This design comes from an exercise in tuning for small area, a short achievable clock period and few clock cycles on the open sky130 flow, not from production work.
The RTL was checked by simulation tests, not by an equivalence proof against the original design.

==> zinc: inputs <==
==> flow/design.v <==
package lenet_pkg;
	localparam int N_IN       = 84;
	localparam int N_OUT      = 10;
	localparam int FEAT_BYTES = (N_IN + 7) / 8;
	localparam int W_BYTES    = N_OUT * N_IN;
	localparam int WW         = 8;
	localparam int SCORE_W    = 15;
	localparam int LABEL_W    = 4;
	localparam int N_TAP      = 7;
	localparam int SEG        = N_IN / N_TAP;
	localparam int N_BLK      = N_IN / SEG;
	localparam int TAP_B      = 11;
	localparam int A_START    = ((-(TAP_B + 2)) % SEG + SEG) % SEG;
	localparam int M_OFF      = ((TAP_B + A_START + 2) / SEG) % N_BLK;
	localparam logic [SCORE_W-1:0] ACC_OFFSET = SCORE_W'(-(N_IN * 128));
	localparam logic [1:0] KIND_WEIGHTS  = 2'd0;
	localparam logic [1:0] KIND_BIASES   = 2'd1;
	localparam logic [1:0] KIND_FEATURES = 2'd2;
	localparam logic [1:0] KIND_RESERVED = 2'd3;
endpackage
`timescale 1ns/1ns
import lenet_pkg::*;
module weight_ram
(
	input  logic                         i_sclk,
	input  logic [N_OUT-1:0]             i_we,
	input  logic [WW-1:0]                i_wdata,
	output logic [N_OUT-1:0][N_TAP-1:0][WW-1:0] o_tap
);
	logic [N_IN-1:0][N_OUT*WW-1:0] ring;
	logic [N_OUT*WW-1:0]           wrap;
	always_comb
	begin
		for (int c = 0; c < N_OUT; c++)
			wrap[c*WW +: WW] = i_we[c] ? i_wdata : ring[0][c*WW +: WW];
	end
	always_ff @(posedge i_sclk)
		ring <= {wrap, ring[N_IN-1:1]};
	always_comb
	begin
		for (int c = 0; c < N_OUT; c++)
			for (int k = 0; k < N_TAP; k++)
				o_tap[c][k] = ring[(SEG * k + TAP_B - c + N_IN) % N_IN][c*WW +: WW];
	end
endmodule
`timescale 1ns/1ns
import lenet_pkg::*;
module param_arbiter
(
	input  logic                         i_sclk,
	input  logic                         i_we,
	input  logic [3:0]                   i_waddr,
	input  logic [WW-1:0]                i_wdata,
	output logic [N_OUT-1:0][WW-1:0]     o_bias
);
	always_ff @(posedge i_sclk)
	begin
		for (int c = 0; c < N_OUT; c++)
			if (i_we && i_waddr == 4'(c))
				o_bias[c] <= i_wdata;
	end
endmodule
`timescale 1ns/1ns
import lenet_pkg::*;
module param_stream_loader
(
	input  logic                     i_sclk,
	input  logic                     i_rstn,
	input  logic                     i_in_valid,
	output logic                     o_in_ready,
	input  logic [7:0]               i_in_data,
	output logic [N_OUT-1:0]         o_w_we,
	output logic                     o_b_we,
	output logic [3:0]               o_b_addr,
	output logic                     o_start,
	output logic [N_BLK-1:0]         o_m,
	output logic [N_IN-1:0]          o_features
);
	localparam logic [1:0] ST_HDR = 2'd0;
	localparam logic [1:0] ST_W   = 2'd1;
	localparam logic [1:0] ST_B   = 2'd2;
	localparam logic [1:0] ST_F   = 2'd3;
	logic [1:0]       st;
	logic [3:0]       cs;
	logic [2:0]       cb;
	logic [N_OUT-1:0] wcls;
	logic [3:0]       ph_s;
	logic [2:0]       ph_b;
	logic [3:0]       ph_s_inc;
	logic [2:0]       ph_b_inc;
	logic             pending;
	logic [4:0]       bz;
	logic [4:0]       bz_n;
	logic             pend_n;
	logic             accept;
	logic             w_first;
	logic             w_last;
	logic             rdy_a;
	logic             rdy_n;
	logic [1:0]       in_kind;
	assign in_kind = i_in_data[7:6];
	assign accept  = i_in_valid && o_in_ready;
	assign w_first = (cs == 4'd0) && (cb == 3'd0) && wcls[0];
	assign w_last  = (cs == 4'(SEG - 1)) && (cb == 3'(N_BLK - 1)) && wcls[N_OUT-1];
	always_comb
	begin
		if (ph_s == 4'(SEG - 1))
		begin
			ph_s_inc = 4'd0;
			ph_b_inc = (ph_b == 3'(N_BLK - 1)) ? 3'd0 : ph_b + 3'd1;
		end
		else
		begin
			ph_s_inc = ph_s + 4'd1;
			ph_b_inc = ph_b;
		end
	end
	assign o_start = pending && (ph_s == 4'(A_START));
	assign pend_n  = pending && !o_start;
	assign bz_n    = o_start ? 5'd22 : (bz != 5'd0) ? bz - 5'd1 : 5'd0;
	always_comb
	begin
		rdy_a = 1'b1;
		if (st == ST_HDR)
			case (in_kind)
				KIND_WEIGHTS,
				KIND_BIASES:   rdy_a = !pend_n && (bz_n == 5'd0);
				KIND_FEATURES: rdy_a = !pend_n;
				default:       rdy_a = 1'b1;
			endcase
		case (st)
			ST_HDR: rdy_n = 1'b1;
			ST_W:   rdy_n = !pend_n && (bz_n == 5'd0)
			                && (w_first || (ph_s_inc == cs && ph_b_inc == cb));
			ST_B:   rdy_n = !pend_n && (bz_n == 5'd0);
			default: rdy_n = !pend_n;
		endcase
	end
	assign o_w_we   = (accept && st == ST_W) ? wcls : '0;
	assign o_b_we   = accept && st == ST_B;
	assign o_b_addr = cs;
	always_ff @(posedge i_sclk)
	begin
		if (!i_rstn)
		begin
			st         <= ST_HDR;
			pending    <= 1'b0;
			bz         <= '0;
			o_in_ready <= 1'b1;
		end
		else
		begin
			o_in_ready <= accept ? rdy_a : rdy_n;
			bz         <= bz_n;
			pending    <= pend_n || (accept && st == ST_F && cs == 4'(FEAT_BYTES - 1));
			if (accept)
				case (st)
					ST_HDR:
						case (in_kind)
							KIND_WEIGHTS:  st <= ST_W;
							KIND_BIASES:   st <= ST_B;
							KIND_FEATURES: st <= ST_F;
							default:       st <= ST_HDR;
						endcase
					ST_W:
						if (w_last)
							st <= ST_HDR;
					ST_B:
						if (cs == 4'(N_OUT - 1))
							st <= ST_HDR;
					default:
						if (cs == 4'(FEAT_BYTES - 1))
							st <= ST_HDR;
				endcase
		end
	end
	always_ff @(posedge i_sclk)
	begin
		if (accept && st == ST_W && w_first)
		begin
			ph_s <= 4'd1;
			ph_b <= 3'd0;
		end
		else
		begin
			ph_s <= ph_s_inc;
			ph_b <= ph_b_inc;
		end
		if (accept)
		begin
			if (st == ST_HDR)
			begin
				cs   <= '0;
				cb   <= '0;
				wcls <= N_OUT'(1);
			end
			else if (cs == 4'(SEG - 1))
			begin
				cs <= '0;
				if (cb == 3'(N_BLK - 1))
				begin
					cb   <= '0;
					wcls <= {wcls[N_OUT-2:0], 1'b0};
				end
				else
					cb <= cb + 3'd1;
			end
			else
				cs <= cs + 4'd1;
		end
		if (accept && st == ST_F)
			for (int i = 0; i < N_IN; i++)
				if (int'(cs) == i / 8)
					o_features[i] <= i_in_data[i % 8];
		if (o_start)
			for (int b = 0; b < N_BLK; b++)
				o_m[(b + M_OFF) % N_BLK] <= (ph_b == 3'(b));
	end
endmodule
`timescale 1ns/1ns
import lenet_pkg::*;
module fc_layer_engine
(
	input  logic                                 i_sclk,
	input  logic                                 i_rstn,
	input  logic                                 i_start,
	input  logic [N_BLK-1:0]                     i_m,
	input  logic [N_IN-1:0]                      i_features,
	input  logic [N_OUT-1:0][N_TAP-1:0][WW-1:0] i_tap,
	input  logic [N_OUT-1:0][WW-1:0]             i_bias,
	output logic                                 o_score_valid,
	output logic                                 o_score_first,
	output logic                                 o_score_last,
	output logic signed [SCORE_W-1:0]            o_score
);
	localparam int NTOK = SEG + N_OUT + 2;
	logic [N_TAP-1:0][SEG-1:0]   fp;
	logic [N_TAP-1:0][N_OUT-1:0] fd;
	logic [NTOK-1:0]             tok;
	always_ff @(posedge i_sclk)
	begin
		for (int s = 0; s < N_TAP; s++)
			if (i_start)
				fp[s] <= i_features[s*SEG +: SEG];
			else
				fp[s] <= fp[s] >> 1;
	end
	always_ff @(posedge i_sclk)
	begin
		for (int k = 0; k < N_TAP; k++)
		begin
			fd[k][0] <= 1'b0;
			for (int m = 0; m < N_BLK; m++)
				if (i_m[m])
					fd[k][0] <= fp[(k + m) % N_TAP][0];
			for (int c = 1; c < N_OUT; c++)
				fd[k][c] <= fd[k][c-1];
		end
	end
	always_ff @(posedge i_sclk)
	begin
		if (!i_rstn)
			tok <= '0;
		else
			tok <= {tok[NTOK-2:0], i_start};
	end
	logic [N_OUT-1:0][SCORE_W-1:0] acc_s;
	logic [N_OUT-1:0][SCORE_W-1:0] acc_c;
	for (genvar c = 0; c < N_OUT; c++)
	begin : g_cls
		logic [SCORE_W-1:0] op [9];
		logic [SCORE_W-1:0] s1a, c1a, s1b, c1b, s1c, c1c;
		logic [SCORE_W-1:0] s2a, c2a, s2b, c2b;
		logic [SCORE_W-1:0] s3, c3, s4, c4;
		logic               first;
		assign first = tok[1 + c];
		assign op[0] = first ? SCORE_W'(signed'(i_bias[c])) : acc_s[c];
		assign op[1] = first ? ACC_OFFSET : acc_c[c];
		for (genvar k = 0; k < N_TAP; k++)
		begin : g_tap
			assign op[2 + k] = SCORE_W'({~(fd[k][c] & i_tap[c][k][WW-1]),
			                             {(WW-1){fd[k][c]}} & i_tap[c][k][WW-2:0]});
		end
		assign s1a = op[0] ^ op[1] ^ op[2];
		assign c1a = ((op[0] & op[1]) | (op[0] & op[2]) | (op[1] & op[2])) << 1;
		assign s1b = op[3] ^ op[4] ^ op[5];
		assign c1b = ((op[3] & op[4]) | (op[3] & op[5]) | (op[4] & op[5])) << 1;
		assign s1c = op[6] ^ op[7] ^ op[8];
		assign c1c = ((op[6] & op[7]) | (op[6] & op[8]) | (op[7] & op[8])) << 1;
		assign s2a = s1a ^ c1a ^ s1b;
		assign c2a = ((s1a & c1a) | (s1a & s1b) | (c1a & s1b)) << 1;
		assign s2b = c1b ^ s1c ^ c1c;
		assign c2b = ((c1b & s1c) | (c1b & c1c) | (s1c & c1c)) << 1;
		assign s3 = s2a ^ c2a ^ s2b;
		assign c3 = ((s2a & c2a) | (s2a & s2b) | (c2a & s2b)) << 1;
		assign s4 = s3 ^ c3 ^ c2b;
		assign c4 = ((s3 & c3) | (s3 & c2b) | (c3 & c2b)) << 1;
		always_ff @(posedge i_sclk)
		begin
			acc_s[c] <= s4;
			acc_c[c] <= c4;
		end
	end
	logic [SCORE_W-1:0] rs, rc;
	logic               rv, rfirst, rlast;
	always_ff @(posedge i_sclk)
	begin
		rs <= '0;
		rc <= '0;
		for (int c = 0; c < N_OUT; c++)
			if (tok[SEG + 1 + c])
			begin
				rs <= acc_s[c];
				rc <= acc_c[c];
			end
	end
	always_ff @(posedge i_sclk)
	begin
		if (!i_rstn)
		begin
			rv            <= 1'b0;
			o_score_valid <= 1'b0;
		end
		else
		begin
			rv            <= |tok[SEG + N_OUT : SEG + 1];
			o_score_valid <= rv;
		end
		rfirst        <= tok[SEG + 1];
		rlast         <= tok[SEG + N_OUT];
		o_score_first <= rfirst;
		o_score_last  <= rlast;
		o_score       <= rs + rc;
	end
endmodule
`timescale 1ns/1ns
import lenet_pkg::*;
module max_label_picker
(
	input  logic                      i_sclk,
	input  logic                      i_rstn,
	input  logic                      i_score_valid,
	input  logic                      i_score_first,
	input  logic                      i_score_last,
	input  logic signed [SCORE_W-1:0] i_score,
	output logic [LABEL_W-1:0]        o_label,
	output logic                      o_label_valid
);
	logic signed [SCORE_W-1:0] max_score;
	logic [LABEL_W-1:0]        max_cls;
	logic [LABEL_W-1:0]        cls;
	logic                      take;
	assign take = i_score_first || (i_score > max_score);
	always_ff @(posedge i_sclk)
	begin
		if (i_score_valid)
		begin
			cls <= i_score_first ? LABEL_W'(1) : cls + 1'b1;
			if (take)
			begin
				max_score <= i_score;
				max_cls   <= i_score_first ? '0 : cls;
			end
			if (i_score_last)
				o_label <= take ? cls : max_cls;
		end
	end
	always_ff @(posedge i_sclk)
	begin
		if (!i_rstn)
			o_label_valid <= 1'b0;
		else
			o_label_valid <= i_score_valid && i_score_last;
	end
endmodule
`timescale 1ns/1ns
import lenet_pkg::*;
module lenet_classifier_top
(
	input  logic               i_sclk,
	input  logic               i_rstn,
	input  logic               i_in_valid,
	output logic               o_in_ready,
	input  logic [7:0]         i_in_data,
	output logic [LABEL_W-1:0] o_label,
	output logic               o_label_valid
);
	logic [N_OUT-1:0]                     w_we;
	logic                                 b_we;
	logic [3:0]                           b_addr;
	logic                                 start;
	logic [N_BLK-1:0]                     m;
	logic [N_IN-1:0]                      features;
	logic [N_OUT-1:0][N_TAP-1:0][WW-1:0] tap;
	logic [N_OUT-1:0][WW-1:0]             bias;
	logic                                 score_valid;
	logic                                 score_first;
	logic                                 score_last;
	logic signed [SCORE_W-1:0]            score;
	param_stream_loader param_stream_loader_i (
		.i_sclk     (i_sclk),
		.i_rstn     (i_rstn),
		.i_in_valid (i_in_valid),
		.o_in_ready (o_in_ready),
		.i_in_data  (i_in_data),
		.o_w_we     (w_we),
		.o_b_we     (b_we),
		.o_b_addr   (b_addr),
		.o_start    (start),
		.o_m        (m),
		.o_features (features)
	);
	weight_ram weight_ram_i (
		.i_sclk  (i_sclk),
		.i_we    (w_we),
		.i_wdata (i_in_data),
		.o_tap   (tap)
	);
	param_arbiter param_arbiter_i (
		.i_sclk  (i_sclk),
		.i_we    (b_we),
		.i_waddr (b_addr),
		.i_wdata (i_in_data),
		.o_bias  (bias)
	);
	fc_layer_engine fc_layer_engine_i (
		.i_sclk        (i_sclk),
		.i_rstn        (i_rstn),
		.i_start       (start),
		.i_m           (m),
		.i_features    (features),
		.i_tap         (tap),
		.i_bias        (bias),
		.o_score_valid (score_valid),
		.o_score_first (score_first),
		.o_score_last  (score_last),
		.o_score       (score)
	);
	max_label_picker max_label_picker_i (
		.i_sclk        (i_sclk),
		.i_rstn        (i_rstn),
		.i_score_valid (score_valid),
		.i_score_first (score_first),
		.i_score_last  (score_last),
		.i_score       (score),
		.o_label       (o_label),
		.o_label_valid (o_label_valid)
	);
endmodule
==> flow/run.sh <==
#!/bin/bash
# synth_recipe.tcl (not shown) runs the flow's synth.tcl, then flattens the netlist and writes it again
# the make line also repeats each setting of config.mk as NAME=value (left out here)
make -C /OpenROAD-flow-scripts/flow DESIGN_CONFIG=/design/flow/config.mk WORK_HOME=/design/flow/orfs CLKGATE_MAP_FILE= SYNTH_SCRIPT=/design/flow/synth_recipe.tcl finish
==> flow/config.mk <==
export PLATFORM = sky130hd
export DESIGN_NAME = lenet_classifier_top
export DESIGN_NICKNAME = lenet_classifier_top
export VERILOG_FILES = /design/flow/design.v
export SDC_FILE = /design/flow/constraint.sdc
export NUM_CORES = 4
export LEC_CHECK = 0
export CAP_MARGIN = 20
export CORE_MARGIN = 2
export CORE_UTILIZATION = 70
export PLACE_DENSITY = 0.75
export SETUP_SLACK_MARGIN = 5
export SLEW_MARGIN = 20
==> flow/constraint.sdc <==
create_clock -name core_clock -period 10.0 [get_ports {i_sclk}]
set_input_delay 2.0000 -clock core_clock [delete_from_list [all_inputs] [get_ports {i_sclk}]]
set_output_delay 2.0000 -clock core_clock [all_outputs]
set_load 0.01 [all_outputs]
==> tundra: changes against zinc <==
--- a/flow/design.v
+++ b/flow/design.v
@@ -74,5 +74,5 @@
 	output logic [3:0]               o_b_addr,
 	output logic                     o_start,
-	output logic [N_BLK-1:0]         o_m,
+	output logic [2:0]               o_m,
 	output logic [N_IN-1:0]          o_features
 );
@@ -214,6 +214,5 @@
 					o_features[i] <= i_in_data[i % 8];
 		if (o_start)
-			for (int b = 0; b < N_BLK; b++)
-				o_m[(b + M_OFF) % N_BLK] <= (ph_b == 3'(b));
+			o_m <= (ph_b >= 3'(N_BLK - M_OFF)) ? ph_b - 3'(N_BLK - M_OFF) : ph_b + 3'(M_OFF);
 	end
 endmodule
@@ -225,5 +224,5 @@
 	input  logic                                 i_rstn,
 	input  logic                                 i_start,
-	input  logic [N_BLK-1:0]                     i_m,
+	input  logic [2:0]                           i_m,
 	input  logic [N_IN-1:0]                      i_features,
 	input  logic [N_OUT-1:0][N_TAP-1:0][WW-1:0] i_tap,
@@ -250,8 +249,5 @@
 		for (int k = 0; k < N_TAP; k++)
 		begin
-			fd[k][0] <= 1'b0;
-			for (int m = 0; m < N_BLK; m++)
-				if (i_m[m])
-					fd[k][0] <= fp[(k + m) % N_TAP][0];
+			fd[k][0] <= fp[(k + int'(i_m)) % N_TAP][0];
 			for (int c = 1; c < N_OUT; c++)
 				fd[k][c] <= fd[k][c-1];
@@ -390,5 +386,5 @@
 	logic [3:0]                           b_addr;
 	logic                                 start;
-	logic [N_BLK-1:0]                     m;
+	logic [2:0]                           m;
 	logic [N_IN-1:0]                      features;
 	logic [N_OUT-1:0][N_TAP-1:0][WW-1:0] tap;
- CORE_UTILIZATION: 70 -> 55
- PLACE_DENSITY: 0.75 -> 0.65
==> maple: changes against zinc <==
- CTS_BUF_LIST: default -> sky130_fd_sc_hd__clkbuf_8
- CTS_CLUSTER_SIZE: default -> 24
==> impl_metrics.tcl <==
set metrics [dict create \
    required_ns 10.63 \
    synth_adder_area_share_pct 7.97 \
    multi_input_area_share_pct 12.4 \
    crit_end "param_arbiter_i.o_bias[3]" \
    place.gp.congestion 0.869 \
    timing.slew.headroom_pct 7.99 \
    netlist_area_um2 180000 \
    buf_share_pct 0.172 \
    synth_edf_count 215 \
    critical-path-slowest-cell "nor3_2" \
    synth_commonest_cells "dfxtp_1, inv_1, nand2_1, fa_1, and2_1" \
    fin_skew_ns 0.0383 \
    postRouteWirelength_mm 337 \
    pg_seq_mw 31.2 \
    outcome "finished clean" \
]
(the above is from zinc)
==> impl_metrics.tcl <==
set metrics [dict create \
    timing.slew.headroom_pct 5.02 \
    buf_share_pct 0.173 \
    netlist_area_um2 180000 \
    outcome "finished clean" \
    synth_adder_area_share_pct 7.97 \
    critical-path-slowest-cell "clkdlybuf4s50_1" \
    required_ns 8.00 \
    multi_input_area_share_pct 12.5 \
    pg_seq_mw 31.2 \
    synth_commonest_cells "dfxtp_1, inv_1, nand2_1, fa_1, and2_1" \
    fin_skew_ns 0.0917 \
]
(the above is from maple)
==> impl_metrics.tcl <==
set metrics [dict create \
    outcome "finished clean" \
    crit_end "fc_layer_engine_i.fd[50]" \
    critical-path-slowest-cell "edfxtp_1" \
    pg_seq_mw 30.8 \
    multi_input_area_share_pct 14.1 \
    place.gp.congestion 0.835 \
    postRouteWirelength_mm 312 \
    buf_share_pct 0.251 \
    fin_skew_ns 0.0698 \
    timing.slew.headroom_pct 15.4 \
    largest_class "registers" \
    synth_adder_area_share_pct 8.26 \
    synth_commonest_cells "dfxtp_1, inv_1, and2_1, fa_1, nand2_1" \
    clockBufferCount 942 \
    netlist_area_um2 185000 \
]
(the above is from tundra)
Testbench counts of zinc, summed over its fixed seeds: cycles 10,864.
Testbench counts of tundra, summed over its fixed seeds: cycles 10,864.
Testbench counts of maple, summed over its fixed seeds: cycles 10,864.

port drivers added, routing unchanged:
The results above use ideal ports. As a check the final layouts listed here were re-extracted and re-timed, cells and wires unchanged. Step 1 sets driving cells, clkbuf_16 on the clock port and buf_2 on the other inputs (assumed; they add their load-dependent delay and slew). Step 2 moves the port delays by t, midway between the first and last clock arrival at a register: inputs arrive t later, outputs are due t later. That takes back most of the time a late clock gives input paths. Three values: ideal ports, drivers, drivers and shift; two values: the first two.
run	t, ns	setup WS [ns]	worst setup path at the end	pins driven straight from the clock port
zinc	1.107	5.579 / 5.646 / 4.540	input to register	1
tundra	1.119	5.285 / 5.285 / 4.667	input to register	1
maple	1.304	5.616 / 5.526 / 4.546	input to register	1
After both steps setup and hold are still met in every run listed. The setup slack of maple, which loses most, moves by -0.090 ns with the drivers and by -1.070 ns with both steps.
